This is an optimization exercise on Yosys and OpenROAD, whose aim is small area, a short achievable clock period and few clock cycles per item, not a production implementation. In this exercise RTL edits were held to simulation tests only and were not proved equivalent to the original. No activity file was given, so power comes from the tool's default toggle rates.

==> try-violet: inputs <==
## ex_stage
module ex_stage #(
  parameter int XLEN = 32
) (
  input  logic            clk,
  input  logic            rst_n,
  input  logic            id_valid,
  input  logic [XLEN-1:0] id_rs1_data,
  input  logic [XLEN-1:0] id_rs2_data,
  input  logic [XLEN-1:0] id_imm,
  input  logic            id_alu_src,
  input  logic [4:0]      id_alu_op,
  input  logic            id_mem_read,
  input  logic            id_mem_write,
  input  logic            id_reg_write,
  input  logic [4:0]      id_rd,
  input  logic            flush,
  output logic            ex_busy,
  output logic            exm_valid,
  output logic [XLEN-1:0] exm_alu_result,
  output logic [XLEN-1:0] exm_rs2_data,
  output logic            exm_mem_read,
  output logic            exm_mem_write,
  output logic            exm_reg_write,
  output logic [4:0]      exm_rd
);
clock: 12.0 ns
lec_check: 0
abc_area: 1
cap_margin: 30
core_margin: 2
core_utilization: 50
setup_slack_margin: 5
slew_margin: 20
standard.sh (not shown) runs the stock make flow with config.mk's settings and CLKGATE_MAP_FILE= SYNTH_SCRIPT=/design/flow/synth_recipe.tcl, a recipe that flattens the netlist after the stock synthesis.
==> flow/flow/run.sh <==
#!/bin/bash
# Own layout flow: the standard layout (standard.sh: unchanged synthesis,
# floorplan, placement, CTS and routing, constraint.sdc as given), with two
# changes to how the layout is made:
#  - the port buffers that buffer_ports inserts on every input and output
#    are plain buffers (buf_2) instead of the delay cell it picks by itself.
# The whole make output goes to standard_margin.log; ORFS also keeps each
# step's log under orfs/logs.
set -euo pipefail
MARGIN=5
sed -E "s/SETUP_SLACK_MARGIN=[0-9.]+/SETUP_SLACK_MARGIN=${MARGIN}/" standard.sh > standard_margin.sh
grep -q "SETUP_SLACK_MARGIN=${MARGIN}" standard_margin.sh
export BUFFER_PORTS_ARGS="-buffer_cell sky130_fd_sc_hd__buf_2"
bash standard_margin.sh > standard_margin.log 2>&1
test -f out/final.def
==> try-raven: changes against try-violet <==
--- a/flow/design.v
+++ b/flow/design.v
@@ -49,55 +49,56 @@
   output logic [4:0]      sh_amt,
   input  logic [XLEN-1:0] sh_out,
   output logic [XLEN:0]   add_x,
   output logic [XLEN:0]   add_y,
   output logic            add_cin,
   input  logic [XLEN:0]   add_sum,
   output logic            add_own
 );
-  logic        active_q, iter_q, fix_q;
-  logic        mul_q, mulu_q, ext_q;   
+  logic        mact_q, dact_q, own_q, iter_q, fix_q;
+  logic        mul_q, mulu_q;   
   logic [4:0]  cnt_q;
   logic [34:0] s_q, c_q;    
   logic [31:0] q_q;         
   logic [7:0]  lo_s_q, lo_c_q;
   logic        lo_n_q;
   logic        is_mul, is_div, is_mulu;
   logic [2:0]  step;
   assign is_mul  = ex_pkg::is_mul_op(op);
   assign is_div  = ex_pkg::is_div_op(op);
   assign is_mulu = (op == ex_pkg::ALU_MUL);
-  assign step    = active_q ? cnt_q[2:0] : 3'd0;
+  assign step    = mact_q ? cnt_q[2:0] : 3'd0;
   logic        a_sx, b_sx, neg3;
   logic [32:0] m33;
   logic [8:0]  win;
   logic [42:0] row [6];
   logic [42:0] s1, c1, s2, c2, s3, c3, s4, c4;
   logic [9:0]  low;
   logic [1:0]  k;
   assign a_sx = (op != ex_pkg::ALU_MULHU);
   assign b_sx = (op == ex_pkg::ALU_MUL) || (op == ex_pkg::ALU_MULH);
   assign m33  = {b_sx & b[31], b};
   assign low = 10'(lo_s_q) + 10'(lo_c_q) + (10'(lo_n_q) << 6);
-  assign k   = active_q ? low[9:8] : 2'd0;
+  assign k   = mact_q ? low[9:8] : 2'd0;
   logic [8:0] win_q, win_next;
   always_comb begin
     case (step[1:0])
       2'd0:    win_next = a[15:7];
       2'd1:    win_next = a[23:15];
-      default: win_next = a[31:23];
+      2'd2:    win_next = a[31:23];
+      default: win_next = {8'b0, a[31]};   
     endcase
   end
-  assign win = active_q ? win_q : {a[7:0], 1'b0};
+  assign win = mact_q ? win_q : {a[7:0], 1'b0};
   always_comb begin
     logic [34:0] m;
     logic        neg, one, two;
     logic [3:0]  negs;
-    if (active_q) begin
+    if (mact_q) begin
       row[0] = {8'b0, s_q};
       row[1] = {8'b0, c_q};
     end else begin
       row[0] = 43'(1) << 34;
       row[1] = '0;
     end
     for (int j = 0; j < 4; j++) begin
       neg = win[2*j+2];
@@ -138,104 +139,113 @@
   logic fin_q;
   always_comb begin
     case (step)
       3'd0:    mul_cut = (a[31:7]  == '0) || (a[31:7]  == '1);
       3'd1:    mul_cut = (a[31:15] == '0) || (a[31:15] == '1);
       3'd2:    mul_cut = (a[31:23] == '0) || (a[31:23] == '1);
       default: mul_cut = 1'b1;
     endcase
-    if (!is_mulu) mul_cut = (step == 3'd3);
+    if (!is_mulu) mul_cut = ((step == 3'd3) & ~ext) | (step == 3'd4);
   end
-  assign mul_fin = active_q & fin_q;
+  assign mul_fin = mact_q & fin_q;
   always_comb begin
     case (step)
       3'd1:    mul_res = {fsum[23:0], low[7:0]};
       3'd2:    mul_res = {fsum[15:0], low[7:0], q_q[23:16]};
       3'd3:    mul_res = {fsum[7:0],  low[7:0], q_q[23:8]};
       default: mul_res = {low[7:0], q_q[23:0]};
     endcase
-    if (!mulu_q) mul_res = fsum;
+    if (!mulu_q) mul_res = (step == 3'd5) ? {fsum[23:0], low[7:0]} : fsum;
   end
   logic        d_signed, d_rem, a_neg, b_neg, div0, triv, ge, neg_res, last;
   logic [31:0] a_abs, r_next, q_next, dsel, div_res;
   logic [5:0]  lz_a, lz_b;
   assign d_signed = (op == ex_pkg::ALU_DIV) || (op == ex_pkg::ALU_REM);
   assign d_rem    = (op == ex_pkg::ALU_REM) || (op == ex_pkg::ALU_REMU);
   assign a_neg    = d_signed & a[31];
   assign b_neg    = d_signed & b[31];
   assign a_abs    = (a ^ {32{a_neg}}) + 32'(a_neg);
   assign lz_a     = ex_pkg::clz32(s_q[31:0]);
   assign lz_b     = ex_pkg::clz32(c_q[31:0]);
   assign div0     = (c_q[31:0] == '0);
-  assign triv     = div0 | (lz_a > lz_b);
+  logic [31:0] bmask;
+  always_comb begin
+    bmask = c_q[31:0];
+    for (int sh = 1; sh < 32; sh = sh * 2) bmask = bmask | (bmask >> sh);
+  end
+  assign triv     = div0 | ((s_q[31:0] & ~(bmask >> 1)) == '0);
   assign sh_in  = c_q[31:0];
   assign sh_amt = 5'(lz_b - lz_a);
   logic [32:0] diff;
   assign diff    = {1'b0, s_q[31:0]} - {1'b0, c_q[31:0]};
   assign ge      = ~diff[32];
   assign r_next  = ge ? diff[31:0] : s_q[31:0];
   assign q_next  = {q_q[30:0], ge};
   logic neg_q;
   assign neg_res = d_rem ? a_neg : (a_neg ^ b_neg);
   assign dsel    = d_rem ? r_next : q_next;
   assign last    = iter_q & (cnt_q == 5'd0);
   assign div_res = fix_q ? add_sum[31:0] : (iter_q ? dsel : (d_rem ? a : {32{div0}}));
-  logic [31:0] ap, aq, ar;
+  logic [31:0] ap, aq;
   logic        ay0;
   always_comb begin
     ap      = s_q[31:0];
     aq      = c_q[31:0];
-    ar      = '0;
     ay0     = 1'b0;
     add_cin = 1'b1;
-    if (!active_q) begin
+    if (!own_q) begin
       ap      = b ^ {32{b_neg}};
       aq      = '0;
       add_cin = b_neg;
     end else if (mul_q) begin
-      ar      = ext_q ? b : '0;
       ay0     = low[9] | low[8];
       add_cin = low[9];
     end else begin
       ap      = ~s_q[31:0];
       aq      = '0;
     end
   end
-  assign add_x   = {1'b0, ap ^ aq ^ ar};
-  assign add_y   = {(ap & aq) | (ap & ar) | (aq & ar), ay0};
-  assign add_own = active_q | is_div;
+  assign add_x   = {1'b0, ap ^ aq};
+  assign add_y   = {ap & aq, ay0};
+  assign add_own = own_q | is_div;
   always_comb begin
     busy = 1'b0;
     if (is_mul) busy = ~mul_fin;
-    else if (is_div) busy = ~(active_q & (fix_q | (last & ~neg_q) | (~iter_q & triv)));
+    else if (is_div) busy = ~(dact_q & (fix_q | (last & ~neg_q) | (~iter_q & triv)));
   end
   assign result = mul_q ? mul_res : div_res;
   always_ff @(posedge clk or negedge rst_n) begin
-    if (!rst_n) active_q <= 1'b0;
-    else        active_q <= valid & busy;
+    if (!rst_n) begin
+      mact_q <= 1'b0;
+      dact_q <= 1'b0;
+      own_q  <= 1'b0;
+    end else begin
+      mact_q <= valid & busy & is_mul;
+      dact_q <= valid & busy & is_div;
+      own_q  <= valid & busy & (is_div | mul_cut);
+    end
   end
   always_ff @(posedge clk) begin
     mul_q  <= is_mul;
     mulu_q <= is_mulu;
-    ext_q  <= ext;
     neg_q  <= neg_res;
     fin_q  <= mul_cut;
     win_q  <= win_next;
     lo_s_q <= s4[7:0];
     lo_c_q <= c4[7:0];
     lo_n_q <= neg3;
     if (is_mul) begin
       iter_q <= 1'b0;
       fix_q  <= 1'b0;
       cnt_q  <= 5'(step) + 5'd1;
       s_q    <= s4[42:8];
       c_q    <= c4[42:8];
       q_q    <= {8'b0, low[7:0], q_q[23:8]};
-    end else if (!active_q) begin
+    end else if (!dact_q) begin
       iter_q <= 1'b0;
       fix_q  <= 1'b0;
       cnt_q  <= sh_amt;
       s_q    <= {3'b0, a_abs};
       c_q    <= {3'b0, add_sum[31:0]};
       q_q    <= '0;
     end else if (!iter_q) begin
       iter_q <= 1'b1;
==> flow/flow/run.sh (replaced) <==
#!/bin/bash
# Own layout flow: the standard layout (standard.sh: unchanged synthesis,
# floorplan, placement, CTS and routing, constraint.sdc as given), with two
# changes to how the layout is made:
#  - the port buffers that buffer_ports inserts on every input and output
#    are plain buffers (buf_2) instead of the delay cell it picks by itself.
# The whole make output goes to standard_margin.log; ORFS also keeps each
# step's log under orfs/logs.
set -euo pipefail
MARGIN=5.5
sed -E "s/SETUP_SLACK_MARGIN=[0-9.]+/SETUP_SLACK_MARGIN=${MARGIN}/" standard.sh > standard_margin.sh
grep -q "SETUP_SLACK_MARGIN=${MARGIN}" standard_margin.sh
export BUFFER_PORTS_ARGS="-buffer_cell sky130_fd_sc_hd__buf_2"
bash standard_margin.sh > standard_margin.log 2>&1
test -f out/final.def
==> notes <==
- Between try-raven and try-violet, the lower non-clock buffer count is in try-violet (gap 58).
- Against try-violet, the register-to-register slack of try-raven is higher by 0.25 ns.
- Against try-violet, the global-route usage of try-raven is lower by 0.18 points.
- Between try-violet and try-raven, the lower utilization is in try-violet (gap 1.3 points).
- In try-violet the cell count is smaller than in try-raven, by 0.46%.
==> figures <==
| item | try-violet | try-raven |
|---|---|---|
| Run status | no timing/DRC/antenna violations | no timing/DRC/antenna violations |
| Total global routing track utilization | 60.27% | 60.09% |
| Post-synthesis mux area share | 0.2617% | 1.258% |
| Data required time at the worst endpoint | 9.60 ns | 12.61 ns |
| Met2 routed wirelength | 71.89 mm | 70.65 mm |
| Total vias in the final route | 40192 | 39652 |
| Fraction of the mapped netlist area in simple logic gates | 23.65% | 21.61% |
| Instance count after placement with tap cells included | 5698 | 5712 |
| Clock Power | 0.954 mW | 0.969 mW |
| Later-pin clock latency in the skew report | 0.63 ns | 0.67 ns |
| Met2 Usage GRT | 79.72% | 76.70% |
Testbench counts of try-violet, summed over its fixed seeds: cycles 37,365, items 24,000.
Testbench counts of try-raven, summed over its fixed seeds: cycles 37,495, items 24,000.

port drivers added, routing unchanged:
The flow's constraints put no driver on any port. The routed layouts listed below were extracted and timed again, unchanged, in two steps.
Step 1 assumes that a clkbuf_16 drives the clock port and a buf_2 every other input.
Step 2, shift: input delay + t, output delay - t, t = (earliest + latest rising clock arrival at the registers) / 2. This alone moves slack from input paths to output paths.
Three values: ideal ports, drivers, drivers and shift; two values: the first two.
run | shift t [ns] | setup slack, ns | worst setup path after step 2
try-violet | 0.689 | 4.672 / 4.603 / 4.254 | input to register
try-raven | 0.722 | 5.292 / 5.314 / 4.591 | input to register
After both steps setup and hold are still met in every run listed. For try-raven, which loses most, drivers alone change the setup slack by +0.022 ns; drivers and shift together by -0.701 ns.
